This is an optimization exercise on Yosys and OpenROAD, whose aim is small area, a short achievable clock period and few clock cycles, not a production implementation. In this exercise RTL edits were held to simulation tests only and were not proved equivalent to the original. No activity file was given, so power comes from the tool's default toggle rates.

// grid_maze_dfs_path_finder
module grid_maze_dfs_path_finder (
	input  logic       clk,
	input  logic       arst_n,
	input  logic       item_valid,
	output logic       item_stall,
	input  logic       cmd,
	input  logic [2:0] cell_row,
	input  logic [2:0] cell_col,
	input  logic       blocked,
	output logic       result_valid,
	input  logic       result_stall,
	output logic       found,
	output logic [2:0] path_row,
	output logic [2:0] path_col,
	output logic       last
);
Size: roughly 730 flip-flops, roughly 0.033 mm² of cells after synthesis.
Settings: LEC_CHECK=0, CAP_MARGIN=20, CORE_MARGIN=2, CORE_UTILIZATION=40, SETUP_SLACK_MARGIN=4, SLEW_MARGIN=20; clock period 7.0 ns.
run.sh (not shown) runs the stock make flow with config.mk's settings and CLKGATE_MAP_FILE= SYNTH_SCRIPT=/design/flow/synth_recipe.tcl, a recipe that flattens the netlist after the stock synthesis.
The starting point finished with timing, DRC and antenna clean.
Testbench counts at the start, summed over its fixed seeds: cycles 18,071.
==> next run, changes <==
--- a/flow/design.v
+++ b/flow/design.v
@@ -32,19 +32,19 @@
 );
 	localparam int N  = gmdfs_pkg::CELL_SLOTS;
 	localparam int FD = gmdfs_pkg::BR_DEPTH - 1;    
 	logic srch_q;      
 	logic gw_q;        
 	logic mw_q;        
 	logic pend_q;      
 	logic sb_q;        
-	logic [5:0] x_q;
 	logic [7:0] xr_q;      
 	logic [7:0] xc_q;      
+	logic [5:0] x_bin;     
 	logic outm_q;      
 	logic miss_q;      
 	logic ob_q;        
 	logic [5:0] y_q;
 	logic rv_q;        
 	logic last_q;      
 	logic [7:0] yr_q;      
 	logic [7:0] yc_q;      
@@ -93,17 +93,17 @@
 	logic [1:0]   nv_dir [N];
 	for (genvar k = 0; k < N; k++) begin : g_cell
 		localparam int R = k / 8;
 		localparam int C = k % 8;
 		logic from_l;   
 		logic from_r;
 		logic from_u;
 		logic from_d;
-		assign dec[k]  = x_q == 6'(k);
+		assign dec[k]  = xr_q[R] && xc_q[C];
 		assign free[k] = !vis_q[k];
 		assign dend[k] = (k != N - 1) &&
 			((C == 7) || vis_q[(C != 7) ? k + 1 : k]) &&
 			((R == 7) || vis_q[(R != 7) ? k + 8 : k]) &&
 			((C == 0) || vis_q[(C != 0) ? k - 1 : k]) &&
 			((R == 0) || vis_q[(R != 0) ? k - 8 : k]);
 		assign okc[k]  = free[k] && !dend[k];
 		assign f_r[k]  = (C != 7) ? okc[(C != 7) ? k + 1 : k] : 1'b0;
@@ -120,42 +120,34 @@
 			from_r ? gmdfs_pkg::DIR_RIGHT : gmdfs_pkg::DIR_DOWN;
 	end
 	logic c_r;
 	logic c_d;
 	logic c_l;
 	logic c_u;
 	logic any;
 	logic [2:0] rem;
-	logic [5:0] x_r;
-	logic [5:0] x_d;
-	logic [5:0] x_l;
-	logic [5:0] x_u;
-	logic [5:0] x_top;
 	logic [7:0] rs_r;
 	logic [7:0] rs_d;
 	logic [7:0] rs_l;
 	logic [7:0] rs_u;
 	for (genvar r = 0; r < 8; r++) begin : g_rs
 		assign rs_r[r] = xr_q[r] && |(xc_q & f_r[r*8 +: 8]);
 		assign rs_d[r] = xr_q[r] && |(xc_q & f_d[r*8 +: 8]);
 		assign rs_l[r] = xr_q[r] && |(xc_q & f_l[r*8 +: 8]);
 		assign rs_u[r] = xr_q[r] && |(xc_q & f_u[r*8 +: 8]);
 	end
 	assign c_r = |rs_r;
 	assign c_d = |rs_d;
 	assign c_l = |rs_l;
 	assign c_u = |rs_u;
 	assign any = c_r || c_d || c_l || c_u;
 	assign rem = {c_l && c_u, c_d && (c_l || c_u), c_r && (c_d || c_l || c_u)};
-	assign x_r = {x_q[5:3], x_q[2:0] + 3'd1};
-	assign x_d = {x_q[5:3] + 3'd1, x_q[2:0]};
-	assign x_l = {x_q[5:3], x_q[2:0] - 3'd1};
-	assign x_u = {x_q[5:3] - 3'd1, x_q[2:0]};
-	assign x_top = c_u ? x_u : c_l ? x_l : c_d ? x_d : x_r;
+	assign x_bin = {|(xr_q & 8'hf0), |(xr_q & 8'hcc), |(xr_q & 8'haa),
+		|(xc_q & 8'hf0), |(xc_q & 8'hcc), |(xc_q & 8'haa)};
 	logic [5:0] t_nx;
 	logic [2:0] tos_m_left;
 	logic       push;
 	logic       take;
 	logic       pop;
 	always_comb begin
 		if (tos_m_q[2]) begin
 			t_nx       = {tos_b_q[5:3], tos_b_q[2:0] - 3'd1};
@@ -267,21 +259,19 @@
 			xr_top = xr_q;
 			xc_top = {xc_q[6:0], 1'b0};
 		end
 	end
 	assign tr_oh = 8'(1) << t_nx[5:3];
 	assign tc_oh = 8'(1) << t_nx[2:0];
 	always_ff @(posedge clk) begin
 		if (start) begin
-			x_q  <= s_cd ? 6'd8 : 6'd1;
 			xr_q <= s_cd ? 8'h02 : 8'h01;
 			xc_q <= s_cd ? 8'h01 : 8'h02;
 		end else begin
-			x_q  <= any ? x_top : t_nx;
 			xr_q <= any ? xr_top : tr_oh;
 			xc_q <= any ? xc_top : tc_oh;
 		end
 	end
 	always_ff @(posedge clk) begin
 		if (hand_goal) begin
 			y_q  <= 6'd63;
 			last_q <= 1'b0;
@@ -345,17 +335,17 @@
 	always_ff @(posedge clk) begin
 		if (start) begin
 			tos_v_q <= s_cr && s_cd;
 			tos_b_q <= 6'd0;
 			tos_m_q <= 3'b001;
 			fp_q    <= '0;
 		end else if (push) begin
 			tos_v_q <= 1'b1;
-			tos_b_q <= x_q;
+			tos_b_q <= x_bin;
 			tos_m_q <= rem;
 			if (tos_v_q) fp_q <= fp_q + 5'd1;
 		end else if (take) begin
 			if (!pop) begin
 				tos_m_q <= tos_m_left;
 			end else if (fp_q != '0) begin
 				{tos_b_q, tos_m_q} <= stk_q[fp_q - 5'd1];
 				fp_q <= fp_q - 5'd1;
What happened:
- The changed run completed with no timing, DRC or antenna violations
- fmax climbs by a few percent
- setup slack is better by 0.19 ns
- wire length drops by a little under a tenth
- utilization drops by 2.1 points
- total power drops by well over a third
- clock skew drops by 0.025 ns
Testbench counts after the change, summed over its fixed seeds: cycles 18,071.

========
## T
grid_maze_dfs_path_finder, a different RTL version from the one above (not shown whole).
For scale: ~2700 cells after synthesis, ~730 flip-flops, roughly 22 I/O pins.
clock: 7.0 ns
lec_check: 0
cap_margin: 20
core_margin: 2
core_utilization: 55
setup_slack_margin: 4.5
slew_margin: 20
Every stage of the flow completed for T, and the final layout passed the timing, design-rule and antenna checks.
Testbench counts of T, summed over its fixed seeds: cycles 18,089.
Edits applied to the flow inputs when going from T to R:
--- a/flow/design.v
+++ b/flow/design.v
@@ -77,16 +77,14 @@
 	assign out_free = !result_valid || done;
 	logic s_cr;
 	logic s_cd;
 	assign s_cr = !wall_q[1];
 	assign s_cd = !wall_q[8];
 	logic [N-1:0] dec;
 	logic [N-1:0] free;
-	logic [N-1:0] dend;
-	logic [N-1:0] okc;     
 	logic [N-1:0] f_r;
 	logic [N-1:0] f_d;
 	logic [N-1:0] f_l;
 	logic [N-1:0] f_u;
 	logic [N-1:0] nv;
 	logic [1:0]   nv_dir [N];
 	for (genvar k = 0; k < N; k++) begin : g_cell
@@ -94,24 +92,18 @@
 		localparam int C = k % 8;
 		logic from_l;   
 		logic from_r;
 		logic from_u;
 		logic from_d;
 		assign dec[k]  = x_q == 6'(k);
 		assign free[k] = !vis_q[k];
-		assign dend[k] = (k != N - 1) &&
-			((C == 7) || vis_q[(C != 7) ? k + 1 : k]) &&
-			((R == 7) || vis_q[(R != 7) ? k + 8 : k]) &&
-			((C == 0) || vis_q[(C != 0) ? k - 1 : k]) &&
-			((R == 0) || vis_q[(R != 0) ? k - 8 : k]);
-		assign okc[k]  = free[k] && !dend[k];
-		assign f_r[k]  = (C != 7) ? okc[(C != 7) ? k + 1 : k] : 1'b0;
-		assign f_d[k]  = (R != 7) ? okc[(R != 7) ? k + 8 : k] : 1'b0;
-		assign f_l[k]  = (C != 0) ? okc[(C != 0) ? k - 1 : k] : 1'b0;
-		assign f_u[k]  = (R != 0) ? okc[(R != 0) ? k - 8 : k] : 1'b0;
+		assign f_r[k]  = (C != 7) ? free[(C != 7) ? k + 1 : k] : 1'b0;
+		assign f_d[k]  = (R != 7) ? free[(R != 7) ? k + 8 : k] : 1'b0;
+		assign f_l[k]  = (C != 0) ? free[(C != 0) ? k - 1 : k] : 1'b0;
+		assign f_u[k]  = (R != 0) ? free[(R != 0) ? k - 8 : k] : 1'b0;
 		assign from_l  = (C != 0) ? dec[(C != 0) ? k - 1 : k] : 1'b0;
 		assign from_r  = (C != 7) ? dec[(C != 7) ? k + 1 : k] : 1'b0;
 		assign from_u  = (R != 0) ? dec[(R != 0) ? k - 8 : k] : 1'b0;
 		assign from_d  = (R != 7) ? dec[(R != 7) ? k + 8 : k] : 1'b0;
 		assign nv[k]   = srch_q && free[k] && (from_l || from_r || from_u || from_d);
 		assign nv_dir[k] = from_l ? gmdfs_pkg::DIR_LEFT :
 			from_u ? gmdfs_pkg::DIR_UP :
[summary]
Re max-slew headroom at the worst pin: T was higher than R.
Diff T -> R | total half-perimeter wirelength after legalization and detailed placement | down by a few percent
Compared with T, R shows count of nets after finishing lower by 35.
Row register-to-register slack: R lower / T higher
Re worst setup slack: R is 180 ps down on T.
From T to R the numbers moved as follows: basic-gate share of the synthesized area counting and, or, nand and nor cells lost 0.29 points, clock share of power went down, number of diodes added for antenna fixing has decreased, cell area after placement decreased 2.1%.
Testbench counts of R, summed over its fixed seeds: cycles 20,045.

## afterwards: timing with drivers on the ports
The flow's constraints put no driver on any port. The routed layouts listed below were extracted and timed again, unchanged, in two steps. Step 1 assumes that a clkbuf_16 drives the clock port and a buf_2 every other input. Step 2 moves the port delays by t, midway between the first and last clock arrival at a register: inputs arrive t later, outputs are due t later. That takes back most of the time a late clock gives input paths. a / b / c = ideal / step 1 / step 2; a / b = the first two.
run | t (ns) | setup slack, ns | clock arrival spread, ns | slew at the worst register clock pin (ns) | pins driven straight from the clock port
the first run of note 1 | 0.702 | 3.738 / 3.738 / 3.349 | 0.075 / 0.074 | 0.07 / 0.07 | 1
the second run of note 1 | 0.698 | 3.931 / 3.931 / 3.434 | 0.042 / 0.042 | 0.07 / 0.07 | 1
T | 0.697 | 3.806 / 3.806 / 3.647 | 0.032 / 0.032 | 0.07 / 0.07 | 1
R | 0.684 | 3.624 / 3.624 / 3.588 | 0.022 / 0.023 | 0.07 / 0.07 | 1
After both steps setup and hold are still met in every run listed. For the second run of note 1, which loses most, drivers alone change the setup slack by 0.000 ns; drivers and shift together by -0.497 ns.
